Source: an optimization exercise on an open RTL-to-GDS flow (aim: small area, a short achievable clock period and few clock cycles per item). Production flows keep margins and buffers that such runs may drop. The RTL was checked by simulation tests, not by an equivalence proof against the original design. Power is estimated from default activity; no workload was simulated.

==> flow/design.v <==
`default_nettype none
package sa_pkg;
  function automatic integer row_w(input integer rows);
    row_w = (rows > 1) ? $clog2(rows) : 1;
  endfunction
endpackage
`default_nettype wire
`default_nettype none
module sa_pe
#(
  parameter int DATA_W = 8,
  parameter int ACC_W  = 32
) (
  input  logic              clk,
  input  logic              a_neg,
  input  logic              b_neg,
  input  logic              shift,
  input  logic [DATA_W-1:0] a_in,
  input  logic [DATA_W-1:0] b_in,
  input  logic [ACC_W-1:0]  acc_in,
  output logic [ACC_W-1:0]  acc
);
  logic w_sa;
  logic w_sb;
  logic [ACC_W-1:0] r_acc;
  logic [ACC_W-1:0] w_sum;
  assign w_sa = a_neg;
  assign w_sb = b_neg;
  logic w_p0;
  logic w_p1;
  logic w_p2;
  logic w_p3;
  logic w_p4;
  logic w_p5;
  logic w_p6;
  logic w_p7;
  logic w_p8;
  logic w_p9;
  logic w_p10;
  logic w_p11;
  logic w_p12;
  logic w_p13;
  logic w_p14;
  logic w_p15;
  logic w_p16;
  logic w_p17;
  logic w_p18;
  logic w_p19;
  logic w_p20;
  logic w_p21;
  logic w_p22;
  logic w_p23;
  logic w_p24;
  logic w_p25;
  logic w_p26;
  logic w_p27;
  logic w_p28;
  logic w_p29;
  logic w_p30;
  logic w_p31;
  logic w_p32;
  logic w_p33;
  logic w_p34;
  logic w_p35;
  logic w_p36;
  logic w_p37;
  logic w_p38;
  logic w_p39;
  logic w_p40;
  logic w_p41;
  logic w_p42;
  logic w_p43;
  logic w_p44;
  logic w_p45;
  logic w_p46;
  logic w_p47;
  logic w_p48;
  logic w_p49;
  logic w_p50;
  logic w_p51;
  logic w_p52;
  logic w_p53;
  logic w_p54;
  logic w_p55;
  logic w_p56;
  logic w_p57;
  logic w_p58;
  logic w_p59;
  logic w_p60;
  logic w_p61;
  logic w_p62;
  logic w_p63;
  logic w_p64;
  logic w_p65;
  logic w_p66;
  logic w_p67;
  logic w_p68;
  logic w_p69;
  logic w_p70;
  logic w_p71;
  logic w_p72;
  logic w_p73;
  logic w_p74;
  logic w_p75;
  logic w_p76;
  logic w_p77;
  logic w_p78;
  logic w_p79;
  logic w_p80;
  logic w_p81;
  logic w_p82;
  logic w_p83;
  logic w_p84;
  logic w_p85;
  logic w_p86;
  logic w_p87;
  logic w_p88;
  logic w_p89;
  logic w_p90;
  logic w_p91;
  logic w_p92;
  logic w_p93;
  logic w_p94;
  logic w_p95;
  logic w_p96;
  logic w_p97;
  logic w_p98;
  logic w_p99;
  logic w_p100;
  logic w_p101;
  logic w_p102;
  logic w_p103;
  logic w_p104;
  logic w_p105;
  logic w_p106;
  logic w_p107;
  logic w_p108;
  logic w_p109;
  logic w_p110;
  logic w_p111;
  logic [17:0] w_s;
  logic [17:0] w_c;
  logic [17:0] r_s;
  logic [17:0] r_c;
  assign w_p0 = (a_in[0] & b_in[6]) ^ (a_in[1] & b_in[5]);
  assign w_p1 = (a_in[0] & b_in[6]) & (a_in[1] & b_in[5]);
  assign w_p2 = (a_in[0] & b_in[7]) ^ (a_in[1] & b_in[6]) ^ (a_in[2] & b_in[5]);
  assign w_p3 = ((a_in[0] & b_in[7]) & (a_in[1] & b_in[6])) | ((a_in[2] & b_in[5]) & ((a_in[0] & b_in[7]) ^ (a_in[1] & b_in[6])));
  assign w_p4 = (a_in[3] & b_in[4]) ^ (a_in[4] & b_in[3]);
  assign w_p5 = (a_in[3] & b_in[4]) & (a_in[4] & b_in[3]);
  assign w_p6 = (a_in[1] & b_in[7]) ^ (a_in[2] & b_in[6]) ^ (a_in[3] & b_in[5]);
  assign w_p7 = ((a_in[1] & b_in[7]) & (a_in[2] & b_in[6])) | ((a_in[3] & b_in[5]) & ((a_in[1] & b_in[7]) ^ (a_in[2] & b_in[6])));
  assign w_p8 = (a_in[4] & b_in[4]) ^ (a_in[5] & b_in[3]) ^ (a_in[6] & b_in[2]);
  assign w_p9 = ((a_in[4] & b_in[4]) & (a_in[5] & b_in[3])) | ((a_in[6] & b_in[2]) & ((a_in[4] & b_in[4]) ^ (a_in[5] & b_in[3])));
  assign w_p10 = (a_in[7] & b_in[1]) ^ ~(w_sa & b_in[0]);
  assign w_p11 = (a_in[7] & b_in[1]) & ~(w_sa & b_in[0]);
  assign w_p12 = (a_in[2] & b_in[7]) ^ (a_in[3] & b_in[6]) ^ (a_in[4] & b_in[5]);
  assign w_p13 = ((a_in[2] & b_in[7]) & (a_in[3] & b_in[6])) | ((a_in[4] & b_in[5]) & ((a_in[2] & b_in[7]) ^ (a_in[3] & b_in[6])));
  assign w_p14 = (a_in[5] & b_in[4]) ^ (a_in[6] & b_in[3]) ^ (a_in[7] & b_in[2]);
  assign w_p15 = ((a_in[5] & b_in[4]) & (a_in[6] & b_in[3])) | ((a_in[7] & b_in[2]) & ((a_in[5] & b_in[4]) ^ (a_in[6] & b_in[3])));
  assign w_p16 = ~(w_sa & b_in[1]) ^ ~(w_sb & a_in[1]) ^ 1'b1;
  assign w_p17 = (~(w_sa & b_in[1]) & ~(w_sb & a_in[1])) | (1'b1 & (~(w_sa & b_in[1]) ^ ~(w_sb & a_in[1])));
  assign w_p18 = (a_in[3] & b_in[7]) ^ (a_in[4] & b_in[6]) ^ (a_in[5] & b_in[5]);
  assign w_p19 = ((a_in[3] & b_in[7]) & (a_in[4] & b_in[6])) | ((a_in[5] & b_in[5]) & ((a_in[3] & b_in[7]) ^ (a_in[4] & b_in[6])));
  assign w_p20 = (a_in[6] & b_in[4]) ^ (a_in[7] & b_in[3]) ^ ~(w_sa & b_in[2]);
  assign w_p21 = ((a_in[6] & b_in[4]) & (a_in[7] & b_in[3])) | (~(w_sa & b_in[2]) & ((a_in[6] & b_in[4]) ^ (a_in[7] & b_in[3])));
  assign w_p22 = (a_in[4] & b_in[7]) ^ (a_in[5] & b_in[6]) ^ (a_in[6] & b_in[5]);
  assign w_p23 = ((a_in[4] & b_in[7]) & (a_in[5] & b_in[6])) | ((a_in[6] & b_in[5]) & ((a_in[4] & b_in[7]) ^ (a_in[5] & b_in[6])));
  assign w_p24 = (a_in[0] & b_in[4]) ^ (a_in[1] & b_in[3]);
  assign w_p25 = (a_in[0] & b_in[4]) & (a_in[1] & b_in[3]);
  assign w_p26 = (a_in[0] & b_in[5]) ^ (a_in[1] & b_in[4]) ^ (a_in[2] & b_in[3]);
  assign w_p27 = ((a_in[0] & b_in[5]) & (a_in[1] & b_in[4])) | ((a_in[2] & b_in[3]) & ((a_in[0] & b_in[5]) ^ (a_in[1] & b_in[4])));
  assign w_p28 = (a_in[3] & b_in[2]) ^ (a_in[4] & b_in[1]);
  assign w_p29 = (a_in[3] & b_in[2]) & (a_in[4] & b_in[1]);
  assign w_p30 = w_p0 ^ (a_in[2] & b_in[4]) ^ (a_in[3] & b_in[3]);
  assign w_p31 = (w_p0 & (a_in[2] & b_in[4])) | ((a_in[3] & b_in[3]) & (w_p0 ^ (a_in[2] & b_in[4])));
  assign w_p32 = (a_in[4] & b_in[2]) ^ (a_in[5] & b_in[1]) ^ (a_in[6] & b_in[0]);
  assign w_p33 = ((a_in[4] & b_in[2]) & (a_in[5] & b_in[1])) | ((a_in[6] & b_in[0]) & ((a_in[4] & b_in[2]) ^ (a_in[5] & b_in[1])));
  assign w_p34 = w_p1 ^ w_p2 ^ w_p4;
  assign w_p35 = (w_p1 & w_p2) | (w_p4 & (w_p1 ^ w_p2));
  assign w_p36 = (a_in[5] & b_in[2]) ^ (a_in[6] & b_in[1]) ^ (a_in[7] & b_in[0]);
  assign w_p37 = ((a_in[5] & b_in[2]) & (a_in[6] & b_in[1])) | ((a_in[7] & b_in[0]) & ((a_in[5] & b_in[2]) ^ (a_in[6] & b_in[1])));
  assign w_p38 = w_p3 ^ w_p5 ^ w_p6;
  assign w_p39 = (w_p3 & w_p5) | (w_p6 & (w_p3 ^ w_p5));
  assign w_p40 = w_p8 ^ w_p10 ^ ~(w_sb & a_in[0]);
  assign w_p41 = (w_p8 & w_p10) | (~(w_sb & a_in[0]) & (w_p8 ^ w_p10));
  assign w_p42 = w_p7 ^ w_p9 ^ w_p11;
  assign w_p43 = (w_p7 & w_p9) | (w_p11 & (w_p7 ^ w_p9));
  assign w_p44 = w_p12 ^ w_p14 ^ w_p16;
  assign w_p45 = (w_p12 & w_p14) | (w_p16 & (w_p12 ^ w_p14));
  assign w_p46 = w_p13 ^ w_p15 ^ w_p17;
  assign w_p47 = (w_p13 & w_p15) | (w_p17 & (w_p13 ^ w_p15));
  assign w_p48 = w_p18 ^ w_p20 ^ ~(w_sb & a_in[2]);
  assign w_p49 = (w_p18 & w_p20) | (~(w_sb & a_in[2]) & (w_p18 ^ w_p20));
  assign w_p50 = w_p19 ^ w_p21 ^ w_p22;
  assign w_p51 = (w_p19 & w_p21) | (w_p22 & (w_p19 ^ w_p21));
  assign w_p52 = (a_in[7] & b_in[4]) ^ ~(w_sa & b_in[3]) ^ ~(w_sb & a_in[3]);
  assign w_p53 = ((a_in[7] & b_in[4]) & ~(w_sa & b_in[3])) | (~(w_sb & a_in[3]) & ((a_in[7] & b_in[4]) ^ ~(w_sa & b_in[3])));
  assign w_p54 = w_p23 ^ (a_in[5] & b_in[7]) ^ (a_in[6] & b_in[6]);
  assign w_p55 = (w_p23 & (a_in[5] & b_in[7])) | ((a_in[6] & b_in[6]) & (w_p23 ^ (a_in[5] & b_in[7])));
  assign w_p56 = (a_in[7] & b_in[5]) ^ ~(w_sa & b_in[4]) ^ ~(w_sb & a_in[4]);
  assign w_p57 = ((a_in[7] & b_in[5]) & ~(w_sa & b_in[4])) | (~(w_sb & a_in[4]) & ((a_in[7] & b_in[5]) ^ ~(w_sa & b_in[4])));
  assign w_p58 = (a_in[6] & b_in[7]) ^ (a_in[7] & b_in[6]) ^ ~(w_sa & b_in[5]);
  assign w_p59 = ((a_in[6] & b_in[7]) & (a_in[7] & b_in[6])) | (~(w_sa & b_in[5]) & ((a_in[6] & b_in[7]) ^ (a_in[7] & b_in[6])));
  assign w_p60 = (a_in[0] & b_in[3]) ^ (a_in[1] & b_in[2]);
  assign w_p61 = (a_in[0] & b_in[3]) & (a_in[1] & b_in[2]);
  assign w_p62 = w_p24 ^ (a_in[2] & b_in[2]) ^ (a_in[3] & b_in[1]);
  assign w_p63 = (w_p24 & (a_in[2] & b_in[2])) | ((a_in[3] & b_in[1]) & (w_p24 ^ (a_in[2] & b_in[2])));
  assign w_p64 = w_p25 ^ w_p26 ^ w_p28;
  assign w_p65 = (w_p25 & w_p26) | (w_p28 & (w_p25 ^ w_p26));
  assign w_p66 = w_p27 ^ w_p29 ^ w_p30;
  assign w_p67 = (w_p27 & w_p29) | (w_p30 & (w_p27 ^ w_p29));
  assign w_p68 = w_p31 ^ w_p33 ^ w_p34;
  assign w_p69 = (w_p31 & w_p33) | (w_p34 & (w_p31 ^ w_p33));
  assign w_p70 = w_p35 ^ w_p37 ^ w_p38;
  assign w_p71 = (w_p35 & w_p37) | (w_p38 & (w_p35 ^ w_p37));
  assign w_p72 = w_p39 ^ w_p41 ^ w_p42;
  assign w_p73 = (w_p39 & w_p41) | (w_p42 & (w_p39 ^ w_p41));
  assign w_p74 = w_p43 ^ w_p45 ^ w_p46;
  assign w_p75 = (w_p43 & w_p45) | (w_p46 & (w_p43 ^ w_p45));
  assign w_p76 = w_p47 ^ w_p49 ^ w_p50;
  assign w_p77 = (w_p47 & w_p49) | (w_p50 & (w_p47 ^ w_p49));
  assign w_p78 = w_p51 ^ w_p53 ^ w_p54;
  assign w_p79 = (w_p51 & w_p53) | (w_p54 & (w_p51 ^ w_p53));
  assign w_p80 = w_p55 ^ w_p57 ^ w_p58;
  assign w_p81 = (w_p55 & w_p57) | (w_p58 & (w_p55 ^ w_p57));
  assign w_p82 = w_p59 ^ (a_in[7] & b_in[7]) ^ ~(w_sa & b_in[6]);
  assign w_p83 = (w_p59 & (a_in[7] & b_in[7])) | (~(w_sa & b_in[6]) & (w_p59 ^ (a_in[7] & b_in[7])));
  assign w_p84 = (a_in[0] & b_in[2]) ^ (a_in[1] & b_in[1]);
  assign w_p85 = (a_in[0] & b_in[2]) & (a_in[1] & b_in[1]);
  assign w_p86 = w_p60 ^ (a_in[2] & b_in[1]) ^ (a_in[3] & b_in[0]);
  assign w_p87 = (w_p60 & (a_in[2] & b_in[1])) | ((a_in[3] & b_in[0]) & (w_p60 ^ (a_in[2] & b_in[1])));
  assign w_p88 = w_p61 ^ w_p62 ^ (a_in[4] & b_in[0]);
  assign w_p89 = (w_p61 & w_p62) | ((a_in[4] & b_in[0]) & (w_p61 ^ w_p62));
  assign w_p90 = w_p63 ^ w_p64 ^ (a_in[5] & b_in[0]);
  assign w_p91 = (w_p63 & w_p64) | ((a_in[5] & b_in[0]) & (w_p63 ^ w_p64));
  assign w_p92 = w_p65 ^ w_p66 ^ w_p32;
  assign w_p93 = (w_p65 & w_p66) | (w_p32 & (w_p65 ^ w_p66));
  assign w_p94 = w_p67 ^ w_p68 ^ w_p36;
  assign w_p95 = (w_p67 & w_p68) | (w_p36 & (w_p67 ^ w_p68));
  assign w_p96 = w_p69 ^ w_p70 ^ w_p40;
  assign w_p97 = (w_p69 & w_p70) | (w_p40 & (w_p69 ^ w_p70));
  assign w_p98 = w_p71 ^ w_p72 ^ w_p44;
  assign w_p99 = (w_p71 & w_p72) | (w_p44 & (w_p71 ^ w_p72));
  assign w_p100 = w_p73 ^ w_p74 ^ w_p48;
  assign w_p101 = (w_p73 & w_p74) | (w_p48 & (w_p73 ^ w_p74));
  assign w_p102 = w_p75 ^ w_p76 ^ w_p52;
  assign w_p103 = (w_p75 & w_p76) | (w_p52 & (w_p75 ^ w_p76));
  assign w_p104 = w_p77 ^ w_p78 ^ w_p56;
  assign w_p105 = (w_p77 & w_p78) | (w_p56 & (w_p77 ^ w_p78));
  assign w_p106 = w_p79 ^ w_p80 ^ ~(w_sb & a_in[5]);
  assign w_p107 = (w_p79 & w_p80) | (~(w_sb & a_in[5]) & (w_p79 ^ w_p80));
  assign w_p108 = w_p81 ^ w_p82 ^ ~(w_sb & a_in[6]);
  assign w_p109 = (w_p81 & w_p82) | (~(w_sb & a_in[6]) & (w_p81 ^ w_p82));
  assign w_p110 = w_p83 ^ ~(w_sa & b_in[7]) ^ ~(w_sb & a_in[7]);
  assign w_p111 = (w_p83 & ~(w_sa & b_in[7])) | (~(w_sb & a_in[7]) & (w_p83 ^ ~(w_sa & b_in[7])));
  assign w_s = {1'b0, w_p111, w_p109, w_p107, w_p105, w_p103, w_p101, w_p99, w_p97, w_p95, w_p93, w_p91, w_p89, w_p87, w_p85, w_p84, (a_in[0] & b_in[1]), (a_in[0] & b_in[0])};
  assign w_c = {1'b0, (w_sa & w_sb), w_p110, w_p108, w_p106, w_p104, w_p102, w_p100, w_p98, w_p96, w_p94, w_p92, w_p90, w_p88, w_p86, (a_in[2] & b_in[0]), (a_in[1] & b_in[0]), 1'b0};
  always_ff @(posedge clk) begin
    r_s <= w_s;
    r_c <= w_c;
  end
  logic [19:0] w_l0;
  logic [19:0] w_l1;
  logic [19:0] w_lo;
  logic [13:0] w_hi_m;
  logic [13:0] w_hi_p;
  logic [13:0] w_hi;
  logic w_q0;
  logic w_q1;
  logic w_q2;
  logic w_q3;
  logic w_q4;
  logic w_q5;
  logic w_q6;
  logic w_q7;
  logic w_q8;
  logic w_q9;
  logic w_q10;
  logic w_q11;
  logic w_q12;
  logic w_q13;
  logic w_q14;
  logic w_q15;
  logic w_q16;
  logic w_q17;
  logic w_q18;
  logic w_q19;
  logic w_q20;
  logic w_q21;
  logic w_q22;
  logic w_q23;
  logic w_q24;
  logic w_q25;
  logic w_q26;
  logic w_q27;
  logic w_q28;
  logic w_q29;
  logic w_q30;
  logic w_q31;
  logic w_q32;
  logic w_q33;
  logic w_q34;
  logic w_q35;
  logic w_q36;
  logic w_q37;
  assign w_q0 = r_acc[17] ^ r_s[17];
  assign w_q1 = r_acc[17] & r_s[17];
  assign w_q2 = r_acc[0] ^ r_s[0];
  assign w_q3 = r_acc[0] & r_s[0];
  assign w_q4 = r_acc[1] ^ r_s[1] ^ r_c[1];
  assign w_q5 = (r_acc[1] & r_s[1]) | (r_c[1] & (r_acc[1] ^ r_s[1]));
  assign w_q6 = r_acc[2] ^ r_s[2] ^ r_c[2];
  assign w_q7 = (r_acc[2] & r_s[2]) | (r_c[2] & (r_acc[2] ^ r_s[2]));
  assign w_q8 = r_acc[3] ^ r_s[3] ^ r_c[3];
  assign w_q9 = (r_acc[3] & r_s[3]) | (r_c[3] & (r_acc[3] ^ r_s[3]));
  assign w_q10 = r_acc[4] ^ r_s[4] ^ r_c[4];
  assign w_q11 = (r_acc[4] & r_s[4]) | (r_c[4] & (r_acc[4] ^ r_s[4]));
  assign w_q12 = r_acc[5] ^ r_s[5] ^ r_c[5];
  assign w_q13 = (r_acc[5] & r_s[5]) | (r_c[5] & (r_acc[5] ^ r_s[5]));
  assign w_q14 = r_acc[6] ^ r_s[6] ^ r_c[6];
  assign w_q15 = (r_acc[6] & r_s[6]) | (r_c[6] & (r_acc[6] ^ r_s[6]));
  assign w_q16 = r_acc[7] ^ r_s[7] ^ r_c[7];
  assign w_q17 = (r_acc[7] & r_s[7]) | (r_c[7] & (r_acc[7] ^ r_s[7]));
  assign w_q18 = r_acc[8] ^ r_s[8] ^ r_c[8];
  assign w_q19 = (r_acc[8] & r_s[8]) | (r_c[8] & (r_acc[8] ^ r_s[8]));
  assign w_q20 = r_acc[9] ^ r_s[9] ^ r_c[9];
  assign w_q21 = (r_acc[9] & r_s[9]) | (r_c[9] & (r_acc[9] ^ r_s[9]));
  assign w_q22 = r_acc[10] ^ r_s[10] ^ r_c[10];
  assign w_q23 = (r_acc[10] & r_s[10]) | (r_c[10] & (r_acc[10] ^ r_s[10]));
  assign w_q24 = r_acc[11] ^ r_s[11] ^ r_c[11];
  assign w_q25 = (r_acc[11] & r_s[11]) | (r_c[11] & (r_acc[11] ^ r_s[11]));
  assign w_q26 = r_acc[12] ^ r_s[12] ^ r_c[12];
  assign w_q27 = (r_acc[12] & r_s[12]) | (r_c[12] & (r_acc[12] ^ r_s[12]));
  assign w_q28 = r_acc[13] ^ r_s[13] ^ r_c[13];
  assign w_q29 = (r_acc[13] & r_s[13]) | (r_c[13] & (r_acc[13] ^ r_s[13]));
  assign w_q30 = r_acc[14] ^ r_s[14] ^ r_c[14];
  assign w_q31 = (r_acc[14] & r_s[14]) | (r_c[14] & (r_acc[14] ^ r_s[14]));
  assign w_q32 = r_acc[15] ^ r_s[15] ^ r_c[15];
  assign w_q33 = (r_acc[15] & r_s[15]) | (r_c[15] & (r_acc[15] ^ r_s[15]));
  assign w_q34 = r_acc[16] ^ r_s[16] ^ r_c[16];
  assign w_q35 = (r_acc[16] & r_s[16]) | (r_c[16] & (r_acc[16] ^ r_s[16]));
  assign w_q36 = w_q0 ^ r_c[17] ^ 1'b1;
  assign w_q37 = (w_q0 & r_c[17]) | (1'b1 & (w_q0 ^ r_c[17]));
  assign w_l0 = {1'b0, w_q37, w_q35, w_q33, w_q31, w_q29, w_q27, w_q25, w_q23, w_q21, w_q19, w_q17, w_q15, w_q13, w_q11, w_q9, w_q7, w_q5, w_q3, w_q2};
  assign w_l1 = {1'b0, w_q1, w_q36, w_q34, w_q32, w_q30, w_q28, w_q26, w_q24, w_q22, w_q20, w_q18, w_q16, w_q14, w_q12, w_q10, w_q8, w_q6, w_q4, r_c[0]};
  logic [19:0] w_ag;
  logic [19:0] w_ap;
  assign w_ag = w_l0[19:0] & w_l1[19:0];
  assign w_ap = w_l0[19:0] ^ w_l1[19:0];
  logic w_an0g;
  assign w_an0g = w_ag[1] | (w_ap[1] & w_ag[0]);
  logic w_an0p;
  assign w_an0p = w_ap[1] & w_ap[0];
  logic w_an1g;
  assign w_an1g = w_ag[3] | (w_ap[3] & w_ag[2]);
  logic w_an1p;
  assign w_an1p = w_ap[3] & w_ap[2];
  logic w_an2g;
  assign w_an2g = w_ag[5] | (w_ap[5] & w_ag[4]);
  logic w_an2p;
  assign w_an2p = w_ap[5] & w_ap[4];
  logic w_an3g;
  assign w_an3g = w_ag[7] | (w_ap[7] & w_ag[6]);
  logic w_an3p;
  assign w_an3p = w_ap[7] & w_ap[6];
  logic w_an4g;
  assign w_an4g = w_ag[9] | (w_ap[9] & w_ag[8]);
  logic w_an4p;
  assign w_an4p = w_ap[9] & w_ap[8];
  logic w_an5g;
  assign w_an5g = w_ag[11] | (w_ap[11] & w_ag[10]);
  logic w_an5p;
  assign w_an5p = w_ap[11] & w_ap[10];
  logic w_an6g;
  assign w_an6g = w_ag[13] | (w_ap[13] & w_ag[12]);
  logic w_an6p;
  assign w_an6p = w_ap[13] & w_ap[12];
  logic w_an7g;
  assign w_an7g = w_ag[15] | (w_ap[15] & w_ag[14]);
  logic w_an7p;
  assign w_an7p = w_ap[15] & w_ap[14];
  logic w_an8g;
  assign w_an8g = w_ag[17] | (w_ap[17] & w_ag[16]);
  logic w_an8p;
  assign w_an8p = w_ap[17] & w_ap[16];
  logic w_an9g;
  assign w_an9g = w_ag[19] | (w_ap[19] & w_ag[18]);
  logic w_an9p;
  assign w_an9p = w_ap[19] & w_ap[18];
  logic w_an10g;
  assign w_an10g = w_ag[2] | (w_ap[2] & w_an0g);
  logic w_an10p;
  assign w_an10p = w_ap[2] & w_an0p;
  logic w_an11g;
  assign w_an11g = w_an1g | (w_an1p & w_an0g);
  logic w_an11p;
  assign w_an11p = w_an1p & w_an0p;
  logic w_an12g;
  assign w_an12g = w_ag[6] | (w_ap[6] & w_an2g);
  logic w_an12p;
  assign w_an12p = w_ap[6] & w_an2p;
  logic w_an13g;
  assign w_an13g = w_an3g | (w_an3p & w_an2g);
  logic w_an13p;
  assign w_an13p = w_an3p & w_an2p;
  logic w_an14g;
  assign w_an14g = w_ag[10] | (w_ap[10] & w_an4g);
  logic w_an14p;
  assign w_an14p = w_ap[10] & w_an4p;
  logic w_an15g;
  assign w_an15g = w_an5g | (w_an5p & w_an4g);
  logic w_an15p;
  assign w_an15p = w_an5p & w_an4p;
  logic w_an16g;
  assign w_an16g = w_ag[14] | (w_ap[14] & w_an6g);
  logic w_an16p;
  assign w_an16p = w_ap[14] & w_an6p;
  logic w_an17g;
  assign w_an17g = w_an7g | (w_an7p & w_an6g);
  logic w_an17p;
  assign w_an17p = w_an7p & w_an6p;
  logic w_an18g;
  assign w_an18g = w_ag[18] | (w_ap[18] & w_an8g);
  logic w_an18p;
  assign w_an18p = w_ap[18] & w_an8p;
  logic w_an19g;
  assign w_an19g = w_an9g | (w_an9p & w_an8g);
  logic w_an19p;
  assign w_an19p = w_an9p & w_an8p;
  logic w_an20g;
  assign w_an20g = w_ag[4] | (w_ap[4] & w_an11g);
  logic w_an20p;
  assign w_an20p = w_ap[4] & w_an11p;
  logic w_an21g;
  assign w_an21g = w_an2g | (w_an2p & w_an11g);
  logic w_an21p;
  assign w_an21p = w_an2p & w_an11p;
  logic w_an22g;
  assign w_an22g = w_an12g | (w_an12p & w_an11g);
  logic w_an22p;
  assign w_an22p = w_an12p & w_an11p;
  logic w_an23g;
  assign w_an23g = w_an13g | (w_an13p & w_an11g);
  logic w_an23p;
  assign w_an23p = w_an13p & w_an11p;
  logic w_an24g;
  assign w_an24g = w_ag[12] | (w_ap[12] & w_an15g);
  logic w_an24p;
  assign w_an24p = w_ap[12] & w_an15p;
  logic w_an25g;
  assign w_an25g = w_an6g | (w_an6p & w_an15g);
  logic w_an25p;
  assign w_an25p = w_an6p & w_an15p;
  logic w_an26g;
  assign w_an26g = w_an16g | (w_an16p & w_an15g);
  logic w_an26p;
  assign w_an26p = w_an16p & w_an15p;
  logic w_an27g;
  assign w_an27g = w_an17g | (w_an17p & w_an15g);
  logic w_an27p;
  assign w_an27p = w_an17p & w_an15p;
  logic w_an28g;
  assign w_an28g = w_ag[8] | (w_ap[8] & w_an23g);
  logic w_an28p;
  assign w_an28p = w_ap[8] & w_an23p;
  logic w_an29g;
  assign w_an29g = w_an4g | (w_an4p & w_an23g);
  logic w_an29p;
  assign w_an29p = w_an4p & w_an23p;
  logic w_an30g;
  assign w_an30g = w_an14g | (w_an14p & w_an23g);
  logic w_an30p;
  assign w_an30p = w_an14p & w_an23p;
  logic w_an31g;
  assign w_an31g = w_an15g | (w_an15p & w_an23g);
  logic w_an31p;
  assign w_an31p = w_an15p & w_an23p;
  logic w_an32g;
  assign w_an32g = w_an24g | (w_an24p & w_an23g);
  logic w_an32p;
  assign w_an32p = w_an24p & w_an23p;
  logic w_an33g;
  assign w_an33g = w_an25g | (w_an25p & w_an23g);
  logic w_an33p;
  assign w_an33p = w_an25p & w_an23p;
  logic w_an34g;
  assign w_an34g = w_an26g | (w_an26p & w_an23g);
  logic w_an34p;
  assign w_an34p = w_an26p & w_an23p;
  logic w_an35g;
  assign w_an35g = w_an27g | (w_an27p & w_an23g);
  logic w_an35p;
  assign w_an35p = w_an27p & w_an23p;
  logic w_an36g;
  assign w_an36g = w_ag[16] | (w_ap[16] & w_an35g);
  logic w_an36p;
  assign w_an36p = w_ap[16] & w_an35p;
  logic w_an37g;
  assign w_an37g = w_an8g | (w_an8p & w_an35g);
  logic w_an37p;
  assign w_an37p = w_an8p & w_an35p;
  logic w_an38g;
  assign w_an38g = w_an18g | (w_an18p & w_an35g);
  logic w_an38p;
  assign w_an38p = w_an18p & w_an35p;
  logic w_an39g;
  assign w_an39g = w_an19g | (w_an19p & w_an35g);
  logic w_an39p;
  assign w_an39p = w_an19p & w_an35p;
  assign w_lo = {(w_ap[19] ^ w_an38g), (w_ap[18] ^ w_an37g), (w_ap[17] ^ w_an36g), (w_ap[16] ^ w_an35g), (w_ap[15] ^ w_an34g), (w_ap[14] ^ w_an33g), (w_ap[13] ^ w_an32g), (w_ap[12] ^ w_an31g), (w_ap[11] ^ w_an30g), (w_ap[10] ^ w_an29g), (w_ap[9] ^ w_an28g), (w_ap[8] ^ w_an23g), (w_ap[7] ^ w_an22g), (w_ap[6] ^ w_an21g), (w_ap[5] ^ w_an20g), (w_ap[4] ^ w_an11g), (w_ap[3] ^ w_an10g), (w_ap[2] ^ w_an0g), (w_ap[1] ^ w_ag[0]), w_ap[0]};
  assign w_hi_p[0] = 1'b1;
  assign w_hi_m[0] = 1'b1;
  assign w_hi_p[1] = &r_acc[18:18];
  assign w_hi_m[1] = ~|r_acc[18:18];
  assign w_hi_p[2] = &r_acc[19:18];
  assign w_hi_m[2] = ~|r_acc[19:18];
  assign w_hi_p[3] = &r_acc[20:18];
  assign w_hi_m[3] = ~|r_acc[20:18];
  assign w_hi_p[4] = &r_acc[21:18];
  assign w_hi_m[4] = ~|r_acc[21:18];
  assign w_hi_p[5] = &r_acc[22:18];
  assign w_hi_m[5] = ~|r_acc[22:18];
  assign w_hi_p[6] = &r_acc[23:18];
  assign w_hi_m[6] = ~|r_acc[23:18];
  assign w_hi_p[7] = &r_acc[24:18];
  assign w_hi_m[7] = ~|r_acc[24:18];
  assign w_hi_p[8] = &r_acc[25:18];
  assign w_hi_m[8] = ~|r_acc[25:18];
  assign w_hi_p[9] = &r_acc[26:18];
  assign w_hi_m[9] = ~|r_acc[26:18];
  assign w_hi_p[10] = &r_acc[27:18];
  assign w_hi_m[10] = ~|r_acc[27:18];
  assign w_hi_p[11] = &r_acc[28:18];
  assign w_hi_m[11] = ~|r_acc[28:18];
  assign w_hi_p[12] = &r_acc[29:18];
  assign w_hi_m[12] = ~|r_acc[29:18];
  assign w_hi_p[13] = &r_acc[30:18];
  assign w_hi_m[13] = ~|r_acc[30:18];
  assign w_hi = r_acc[ACC_W-1:18] ^ (w_lo[19] ? w_hi_p : (w_hi_m & {14{~w_lo[18]}}));
  assign w_sum = {w_hi, w_lo[17:0]};
  always_ff @(posedge clk) begin
    if (shift) r_acc <= acc_in;
    else       r_acc <= w_sum;
  end
  assign acc = r_acc;
endmodule
`default_nettype wire
`default_nettype none
module systolic_array_os_ctrl
#(
  parameter int ROWS   = 4,
  parameter int COLS   = 4,
  parameter int DATA_W = 8,
  parameter int ACC_W  = 32,
  parameter int KLEN_W = 16,
  localparam int OROW_W = (ROWS > 1) ? $clog2(ROWS) : 1
) (
  input  logic                     clk,
  input  logic                     rst_n,
  input  logic                     start,
  input  logic [KLEN_W-1:0]        k_len,
  input  logic                     signed_en,
  output logic                     busy,
  input  logic                     in_valid,
  output logic                     in_ready,
  input  logic [ROWS*DATA_W-1:0]   a_data,
  input  logic [COLS*DATA_W-1:0]   b_data,
  output logic                     out_valid,
  input  logic                     out_ready,
  output logic [OROW_W-1:0]        out_row,
  output logic [COLS*ACC_W-1:0]    out_data,
  output logic                     done
);
  localparam int c_row_w = sa_pkg::row_w(ROWS);
  logic                  r_busy;
  logic                  r_load;
  logic                  r_rdy;
  logic                  r_out;
  logic                  r_done;
  logic                  r_signed;
  logic                  r_dirty;
  logic                  r_wait;
  logic [1:0]            r_zcnt;
  logic [KLEN_W-1:0]     r_rem;
  logic [c_row_w-1:0]    r_row;
  logic                  r_l1;
  logic                  r_l2;
  logic                  w_beat;
  logic                  w_last;
  logic                  w_take;
  logic                  w_shift;
  logic [ROWS*DATA_W-1:0] r_a;
  logic [COLS*DATA_W-1:0] r_b;
  logic [ROWS-1:0]        r_as;
  logic [COLS-1:0]        r_bs;
  logic [ACC_W-1:0]       w_acc [ROWS+1][COLS];
  assign w_beat  = r_load & in_valid;
  assign w_last  = (r_rem == KLEN_W'(1));
  assign w_take  = r_out & out_ready;
  assign w_shift = w_take | r_dirty;
  always_ff @(posedge clk or negedge rst_n) begin
    if (!rst_n) r_rdy <= 1'b0;
    else        r_rdy <= (!r_busy && start && !r_dirty && k_len != '0) ||
                         (r_wait && !r_dirty && r_rem != '0) ||
                         (r_load && !(in_valid && w_last));
  end
  always_ff @(posedge clk or negedge rst_n) begin
    if (!rst_n) begin
      r_busy   <= 1'b0;
      r_load   <= 1'b0;
      r_out    <= 1'b0;
      r_done   <= 1'b0;
      r_signed <= 1'b0;
      r_dirty  <= 1'b1;
      r_wait   <= 1'b0;
      r_zcnt   <= '0;
      r_rem    <= '0;
      r_row    <= '0;
      r_l1     <= 1'b0;
      r_l2     <= 1'b0;
    end else begin
      r_done <= 1'b0;
      r_l1   <= w_beat & w_last;
      r_l2   <= r_l1;
      if (r_dirty) begin
        r_zcnt <= r_zcnt + 1'b1;
        if (r_zcnt == 2'd3) r_dirty <= 1'b0;
      end
      if (!r_busy) begin
        if (start) begin
          r_busy   <= 1'b1;
          r_signed <= signed_en;
          r_rem    <= k_len;
          if (r_dirty)             r_wait <= 1'b1;
          else if (k_len != '0)    r_load <= 1'b1;
          else                     r_out  <= 1'b1;
        end
      end
      if (r_wait && !r_dirty) begin
        r_wait <= 1'b0;
        if (r_rem != '0) r_load <= 1'b1;
        else             r_out  <= 1'b1;
      end
      if (w_beat) begin
        r_rem <= r_rem - 1'b1;
        if (w_last) r_load <= 1'b0;
      end
      if (r_l2) r_out <= 1'b1;
      if (w_take) begin
        r_row <= r_row + 1'b1;
        if (r_row == c_row_w'(ROWS - 1)) begin
          r_out  <= 1'b0;
          r_busy <= 1'b0;
          r_done <= 1'b1;
        end
      end
    end
  end
  always_ff @(posedge clk) begin
    r_a <= w_beat ? a_data : '0;
    r_b <= b_data;
    for (int i = 0; i < ROWS; i++) r_as[i] <= w_beat & r_signed & a_data[i*DATA_W + DATA_W-1];
    for (int j = 0; j < COLS; j++) r_bs[j] <= r_signed & b_data[j*DATA_W + DATA_W-1];
  end
  for (genvar gj = 0; gj < COLS; gj++) begin : g_zero
    assign w_acc[ROWS][gj] = '0;
  end
  for (genvar gi = 0; gi < ROWS; gi++) begin : g_pe_row
    for (genvar gj = 0; gj < COLS; gj++) begin : g_pe_col
      sa_pe #(
        .DATA_W (DATA_W),
        .ACC_W  (ACC_W)
      ) u_pe (
        .clk       (clk),
        .a_neg     (r_as[gi]),
        .b_neg     (r_bs[gj]),
        .shift     (w_shift),
        .a_in      (r_a[gi*DATA_W +: DATA_W]),
        .b_in      (r_b[gj*DATA_W +: DATA_W]),
        .acc_in    (w_acc[gi+1][gj]),
        .acc       (w_acc[gi][gj])
      );
    end
  end
  for (genvar gj = 0; gj < COLS; gj++) begin : g_out
    assign out_data[gj*ACC_W +: ACC_W] = w_acc[0][gj];
  end
  assign busy      = r_busy;
  assign in_ready  = r_rdy;
  assign out_valid = r_out;
  assign out_row   = r_row;
  assign done      = r_done;
endmodule
`default_nettype wire
==> flow/flow/run.sh <==
#!/bin/bash
# The standard synthesis and layout, with these changes to how the layout
# is made (the SDC is unchanged):
#  - ORFS's timing repair aims for setup slack beyond the clock period's
#    (SETUP_SLACK_MARGIN);
#  - clock tree synthesis adds no dummy loads and clusters up to 24 sinks;
#  - the port buffers are buf_2 cells (repair may resize them).
# Each step's full output goes to a log file in the folder this runs in.
set -euo pipefail
MARGIN=6.6
export SETUP_SLACK_MARGIN=$MARGIN
export CTS_ARGS="-sink_clustering_enable -repair_clock_nets -dont_use_dummy_load -sink_clustering_size 24 -sink_clustering_max_diameter 80"
export BUFFER_PORTS_ARGS="-buffer_cell sky130_fd_sc_hd__buf_2"
bash standard.sh synth > synth.log 2>&1
bash standard.sh SETUP_SLACK_MARGIN=$MARGIN "CTS_ARGS=$CTS_ARGS" "BUFFER_PORTS_ARGS=$BUFFER_PORTS_ARGS" finish > layout.log 2>&1
==> flow/standard.sh <==
#!/bin/bash
# synth_recipe.tcl (not shown) runs the flow's synth.tcl, then flattens the netlist and writes it again
# the make line also repeats each setting of config.mk as NAME=value (left out here)
make -C /OpenROAD-flow-scripts/flow DESIGN_CONFIG=/design/flow/config.mk WORK_HOME=/design/flow/orfs CLKGATE_MAP_FILE= SYNTH_SCRIPT=/design/flow/synth_recipe.tcl "${@:-finish}"
==> flow/config.mk <==
export PLATFORM = sky130hd
export DESIGN_NAME = systolic_array_os_ctrl
export DESIGN_NICKNAME = systolic_array_os_ctrl
export VERILOG_FILES = /design/flow/design.v
export SDC_FILE = /design/flow/constraint.sdc
export NUM_CORES = 4
export LEC_CHECK = 0
export CAP_MARGIN = 20
export CORE_MARGIN = 2
export CORE_UTILIZATION = 60
export PLACE_DENSITY = 0.7
export SLEW_MARGIN = 20
==> flow/constraint.sdc <==
create_clock -name core_clock -period 10.0 [get_ports {clk}]
set_input_delay 2.0000 -clock core_clock [delete_from_list [all_inputs] [get_ports {clk}]]
set_output_delay 2.0000 -clock core_clock [all_outputs]
set_load 0.01 [all_outputs]
==> results of run 1 <==
==> placed cells by master (no fill, tap or decap), types with 143 or more instances in the layout <==
| cell | n |
|---|---|
| inv_1 | 873 |
| xor2_1 | 164 |
| dfxtp_1 | 1058 |
| nand2_1 | 991 |
| ha_1 | 393 |
| xnor2_1 | 230 |
| buf_4 | 143 |
| and2_1 | 962 |
| buf_2 | 220 |
| fa_1 | 1081 |
| o21ai_0 | 348 |
| nor2_1 | 273 |
| a21oi_1 | 174 |
==> final timing paths <==
check | end | startpoint | slack [ps] | cells after the start
setup / recovery | g_pe_row[1].g_pe_col[0].u_pe.r_acc[21] | g_pe_row[1].g_pe_col[0].u_pe.r_acc[2] | 6510 | 13
hold / removal | r_l2 | r_l1 | 360 | 0
setup reg to reg | g_pe_row[1].g_pe_col[0].u_pe.r_acc[21] | g_pe_row[1].g_pe_col[0].u_pe.r_acc[2] | 6510 | 13
hold reg to reg | r_l2 | r_l1 | 360 | 0
max in group asynchronous | r_rem[11] | rst_n | 8200 | 1
min in group asynchronous | r_rem[7] | rst_n | 1340 | 1
==> cell type report <==
| cell class | count | area [sq um] |
|---|---|---|
| clock buffers | 70 | 1750 |
| diodes | 15 | 37.5 |
| flip-flops and latches | 1142 | 23100 |
| repair buffers | 384 | 2560 |
| multi-input cells | 5624 | 52100 |
| fillers | 10500 | 44500 |
| well taps | 1742 | 2180 |
| inverters | 875 | 3290 |
==> stage by stage <==
stage / setup slack, ps / total power, mW / hold slack, ps / instances
final: 6510 / 26.1 / 355 / 9852
after global routing: 6390 / 28.4 / 387 / 9837
after CTS: 6530 / 25.1 / 359 / 9781
after detailed placement: 5200 / 21.4 / 343 / 9674
after global placement: 5310 / 20.9 / 334 / 9674
after floorplan: 6620 / 17.8 / 331 / 8026
==> critical path: stages, from the launching register on <==
cell       delay [ps]
dfxtp_4           370
fa_2              600
ha_4              210
a211o_1           240
o211ai_1          180
a2bb2oi_2         140
a221o_1           410
buf_4             160
a211o_4           410
buf_4             170
a21oi_2           120
nand2b_4          130
xnor2_1           120
o21ai_0            80
==> power breakdown <==
| part | internal (mW) | total (mW) | switching [mW] |
|---|---|---|---|
| sequential | 6.35 | 8.06 | 1.70 |
| clock | 1.25 | 2.80 | 1.55 |
| combinational | 7.01 | 15.2 | 8.19 |
| total | 14.6 | 26.1 | 11.4 |
==> per-layer routing <==
metal  up-vias  global-route usage, %  wire, microns
met3       354                   6.09          15300
met4         8                   9.92           5560
li1      25300                      -              -
met5         -                      0             60
met1     28300                   40.6          84700
met2      1603                   49.9          94400
==> registers in the layout (all words and copies together) (netlist names) <==
| signal | cells |
|---|---|
| r_busy | 1 |
| r_done | 1 |
| r_rdy | 1 |
| r_l2 | 1 |
| g_pe_row.g_pe_col.u_pe.r_c | 256 |
| r_bs | 4 |
| r_as | 4 |
| r_zcnt | 2 |
| r_b | 32 |
| r_wait | 1 |
| r_rem | 16 |
| g_pe_row.g_pe_col.u_pe.r_acc | 512 |
| r_load | 1 |
| r_l1 | 1 |
| r_dirty | 1 |
| r_a | 32 |
| r_out | 1 |
| r_row | 2 |
| r_signed | 1 |
| g_pe_row.g_pe_col.u_pe.r_s | 272 |
==> timing repair <==
item	CTS	global route
endpoints found under the setup margin	351	258
gates resized for setup	163	197
cloned	5	4
setup buffers	32	52
pin swaps	46	104
==> kinds of logic after synthesis <==
family	Yosys count	synth area share (%)
adder cells (fa/ha/maj)	1508	34.5
buffers and inverters	1264	6.09
AO/OA/AOI/OAI	900	6.87
multiplexers	77	0.993
AND/OR/NAND/NOR	2739	17.7
flip-flops	1142	29.4
XOR/XNOR	396	4.43
==> results.ini, run 1 <==
[outcome]
status=no timing/DRC/antenna violations

[clocking]
cts_buffers=70
htree_num_levels=3
clk_path_buf_depth=3
root_buffer=clkbuf_16
clock_latency_ps=700
path_clk_slew_ps=90
cts.sinks=1142
cts_tree=done
postCtsHoldBufs=0

[sta]
finalCritPeriodShare_pct=34.9
maxSlewHeadroom_pct=36.9
slew_violations=0
finalSetupViolations=0
hold_viol_final=0
finalCriticalPeriod_ps=3490
worstMarginPinSlew_ps=937
timing.fmax_mhz=287
fin_worst_skew_ps=60.8
rsz0062_at_grt=true
setup_tns_ps=0

[setup_path]
cp_max_fo=5
critPathArrivalTime_ps=4050
end_kind=flip-flop
required_ps=10570
path_class=reg2reg
cp-start-kind=flip-flop

[finish]
post-route-util_pct=65.6
drive_gt1_share_pct=9.28
synthToLayoutAreaGrowth_pct=8.46
layout.nets=9691
final_area_sq_um=85000

[synthesis]
yosys-top-cells-count=dfxtp_1 (1112), fa_1 (1088), nand2_1 (999)
syn_area_sq_um=78300
synth_flop_cell=dfxtp_1
yosys_warnings=4
ys_ff_latch=1142
syn-num-nets=9620
synth.most_common_cell=dfxtp_1
synth_top_cell_area_share_pct=28.4
synth-async-reset-ratio_pct=2.63
synthTopCellsByArea=dfxtp_1 (28%), fa_1 (28%), and2_1 (7.7%)
synth_edf_count=0
synth.largest_area_cell=dfxtp_1
ys_types=81
synth-seq-area-share_pct=29.4
synth_area_per_cell_sq_um=9.76
syn_inst=8026

[floorplanning]
io_pins=220
initial_core_util_pct=60.5
core_sq_um=129000
die-area_sq_um=133000
fp.dieH_microns=365
die_w_microns=365
rows=132

[placement]
gp_congestion=0.896
dpl_cell_area_sq_um=80800
dpl.hpwl_microns=134000
numPortBuffers=219

[grt]
grt_max_degree=195
grt_pass1_vias=58200
track_usage_pct=30.4
grt_antenna_before_repair=12
grt_pass1_wl_microns=316000
grt_overflow=0

[route]
drt_iter0_drc=3447
drt_pass1_iterations=7
routed_wirelength_microns=200000
wl_per_cell_microns=20.3
via_count=55600
vias_per_cell=5.64
drt.antenna.violating_nets=0
drc=0

[worst_hold_path]
hp-class=reg2reg

[power_and_ir_drop]
powerDensity_nw_per_um2=307
ir_drop_mv=0.165
power_leakage_nw=38.1

[flow_run]
drv_cap=0

Testbench counts, summed over its fixed seeds: cycles 12,562, jobs 320.
==> inputs of run 2 (changes only) <==
==> flow/flow/run.sh (replaced) <==
#!/bin/bash
# The standard synthesis and layout, with these changes (the SDC is
# unchanged):
#  - Yosys's synth skips its early ABC pass (-noabc), so the full adders it
#    extracts keep the polarity the RTL writes them in; the rest of the
#    synthesis script is the standard flow's own (synth_recipe.tcl, first line amended);
#  - ORFS's timing repair aims for setup slack beyond the clock period's
#    (SETUP_SLACK_MARGIN);
#  - clock tree synthesis adds no dummy loads;
#  - the port buffers are buf_2 cells (repair may resize them).
# Each step's full output goes to a log file in the folder this runs in.
set -euo pipefail
MARGIN=6.6
sed '1s/-noshare/-noshare -noabc/' synth_recipe.tcl > synth_noabc.tcl
export SETUP_SLACK_MARGIN=$MARGIN
export CTS_ARGS="-sink_clustering_enable -repair_clock_nets -dont_use_dummy_load"
export BUFFER_PORTS_ARGS="-buffer_cell sky130_fd_sc_hd__buf_2"
bash standard.sh SYNTH_SCRIPT="$PWD/synth_noabc.tcl" synth > synth.log 2>&1
bash standard.sh SYNTH_SCRIPT="$PWD/synth_noabc.tcl" SETUP_SLACK_MARGIN=$MARGIN "CTS_ARGS=$CTS_ARGS" "BUFFER_PORTS_ARGS=$BUFFER_PORTS_ARGS" finish > layout.log 2>&1
==> run 2 against run 1 <==
Via count is 3.4% lower. Largest power group unchanged. Clock-buffer cell count is 62 higher. Clock skew is 7.4 ps lower. Sequential power is 1% lower. Non-clock buffer count is 14 higher. Cell area is 0.23% higher. Hold slack worse by 8.8 ps. Critical endpoint is now g_pe_row[3].g_pe_col[0].u_pe.r_acc[16]. Wire length is 1.4% lower.
==> results.ini, run 2 <==
[outcome]
status=no timing/DRC/antenna violations

[floorplanning]
core_sq_um=128000
fp.dieH_microns=362
initial_core_util_pct=60.4
die-area_sq_um=131000
io_pins=220
rows=131
die_w_microns=362

[sta]
timing.fmax_mhz=282
fin_worst_skew_ps=53.4
hold_viol_final=0
finalSetupViolations=0
rsz0062_at_grt=true
setup_slack_ps=6450
setup_tns_ps=0
maxSlewHeadroom_pct=37.3
worstMarginPinSlew_ps=941
slew_violations=0
finalCritPeriodShare_pct=35.5
finalCriticalPeriod_ps=3550

[power_and_ir_drop]
ir_drop_mv=0.201
power_leakage_nw=37.8
powerDensity_nw_per_um2=320

[synthesis]
ys_ff_latch=1142
synth_area_per_cell_sq_um=10.3
synth_edf_count=0
yosys_warnings=4
syn_area_sq_um=77000
synthTopCellsByArea=dfxtp_1 (29%), fa_1 (28%), and2_1 (9.7%)
synth-seq-area-share_pct=29.9
synth-async-reset-ratio_pct=2.63
syn_inst=7455
synth.largest_area_cell=dfxtp_1
synth_top_family_by_area=adder cells
synth-xor-area-share_pct=4.14
synth.most_common_cell=and2_1
ys_types=85
synth_flop_cell=dfxtp_1
synthMuxAreaShare_pct=1.43
synth_compound_area_share_pct=6.88
synth_top_cell_area_share_pct=28.9
synth-adder-area-share_pct=35.1
yosys-top-cells-count=and2_1 (1198), dfxtp_1 (1112), fa_1 (1088)
syn-num-nets=9049
synth-simple-area-share_pct=19.3

[clocking]
clk_path_buf_depth=3
root_buffer=clkbuf_16
cts.sinks=1142
htree_num_levels=4
cts_tree=done
clock_latency_ps=780
postCtsHoldBufs=0
path_clk_slew_ps=60
cts_buffers=132

[route]
drt.antenna.violating_nets=0
drt_iter0_drc=3596
drt_pass1_iterations=5
via_count=53700
wl_met1_microns=87000
routed_wirelength_microns=197000
wl_per_cell_microns=21.3
vias_per_cell=5.79
wl_met3_microns=17300
drc=0
top_layer_used=met5
route.met2.wl_microns=87800

[flow_run]
drv_cap=0

[placement]
gp_congestion=0.855
dpl.cell_count=9036
dpl.hpwl_microns=129000
numPortBuffers=219
pre_cts_slack_ps=5310

[setup_path]
setup.worst_path.start=g_pe_row[3].g_pe_col[0].u_pe.r_acc[2]
crit_chain=fa_1, ha_1, a21o_1, a21o_1, a211o_1, a221o_1, o2111a_2, or2_4, fa_2, and2_1
cp_slowest_stage_delay_ps=530
end_kind=flip-flop
cp_max_fo=7
required_ps=10710
reg2reg_slack_ps=6450
slowest_stage=fa_2
reg2reg_from=g_pe_row[3].g_pe_col[0].u_pe.r_acc[2]
critPathArrivalTime_ps=4250
path_class=reg2reg
crit_top_cell=a21o_1
cp-start-kind=flip-flop

[finish]
regMostFlops=g_pe_row.g_pe_col.u_pe.r_acc
layout.nets=9204
post-route-util_pct=66.8
synthToLayoutAreaGrowth_pct=10.6
final_common_cell=and2_1
instances_no_fill=9273
reg_top3=g_pe_row.g_pe_col.u_pe.r_acc (512), g_pe_row.g_pe_col.u_pe.r_s (272), g_pe_row.g_pe_col.u_pe.r_c (256)
nFillCells=9915
layout_common_cells=and2_1 (1198), fa_1 (1076), dfxtp_1 (1041), nand2_1 (783), ha_1 (400)
largest_register_ffs=512
drive_gt1_share_pct=11.1

[worst_hold_path]
hp-class=reg2reg
min_from=r_l1

[grt]
grt_pass1_vias=56300
grt_max_degree=221
grt_overflow=0
grt_pass1_wl_microns=312000
grt_antenna_before_repair=20
track_usage_pct=30.5

run 2: cell types whose count changed in the layout (fill, tap and decap cells not counted), moves of 22 or more:
| cell | delta |
|---|---|
| mux2i_1 | +22 |
| and2_1 | +236 |
| o21ai_0 | -193 |
| a21oi_1 | -22 |
| inv_1 | -597 |
| xor2_1 | -24 |
| nand2_1 | -208 |
| clkbuf_16 | +62 |
| o21ai_1 | +145 |
run 2: worst paths after layout:
kind,to,cells past startpoint
setup / recovery,g_pe_row[3].g_pe_col[0].u_pe.r_acc[16],10
hold / removal,r_l2,0
setup reg to reg,g_pe_row[3].g_pe_col[0].u_pe.r_acc[16],10
hold reg to reg,r_l2,0
max in group asynchronous,r_out,1
min in group asynchronous,r_done,1
run 2: area by class of cell:
type,count,area [sq um],share of cell area (%)
antenna,3,7.51,0.00881
clock buffer,132,3300,3.88
inverter,280,1050,1.23
multi-input combinational,5656,52900,62.1
sequential,1142,23100,27.2
tap,1662,2080,2.44
timing repair buffer,398,2740,3.22
run 2: critical path: cells and delay by family, from the launching register on:
family                     cells  cell delay, ps
adders and majority gates      3            1300
and+or+nand+nor                2             400
AOI/OAI and AO/OA              5            1430
DFF                            1             390
run 2: metal layers:
metal | track usage (%) | vias to the layer above
li1 | - | 24500
met1 | 42.8 | 27200
met2 | 47.0 | 1739
met3 | 8.22 | 316
met4 | 8.49 | 14
met5 | 0 | -
run 2: power by group:
group          leakage, nW  total, mW  switching (mW)  internal, mW
clock                 1.63       4.09            1.78          2.30
combinational         26.5       15.2            8.07          7.13
sequential            9.63       7.98            1.63          6.34
run 2: metrics by stage:
stage               hold slack, ps  total power [mW]  instance area, sq um
floorplan                      331              17.9                 77100
global placement               333              20.8                 79500
detailed placement             337              21.3                 79500
CTS                            349              26.5                 84000
global route                   367              29.6                 85200
finish                         346              27.3                 85200
run 2: repair_timing:
action,in CTS,in global routing
endpoints found under the setup margin,338,246
gates resized for setup,185,170
cloned,6,4
pin swaps,75,101
buffers inserted,51,41
hold endpoints to repair,0,0
run 2: cells by family after synthesis:
| family | after synthesis |
|---|---|
| flops | 1142 |
| buf+inv | 663 |
| compound gates | 866 |
| mux | 109 |
| simple gates | 2803 |
| fa+ha+maj | 1508 |
| xor+xnor | 364 |

[port drivers added, routing unchanged]
No port has a modelled driver above. Below, the same layouts with a new extraction and two added sets of constraints.
Step 1 assumes that a clkbuf_16 drives the clock port and a buf_2 every other input.
Step 2 adds t to the input delays and takes it off the output delays; t is the mean of the earliest and latest rising clock arrival at the registers after step 1. Input paths then give back, and output paths get back, about the clock's delay inside the block.
Slacks: ideal ports / drivers / drivers and shift; pairs: ideal ports / drivers.
run	t, ns	setup WS [ns]	hold slack, ns	worst slew at a driven data input, ns
run 1	0.752	6.515 / 6.515 / 6.037	0.355 / 0.355 / 0.355	0.10
run 2	0.833	6.453 / 6.453 / 5.760	0.346 / 0.346 / 0.346	0.08
After both steps setup and hold are still met in every run listed. For run 2, which loses most, drivers alone change the setup slack by 0.000 ns; drivers and shift together by -0.693 ns.
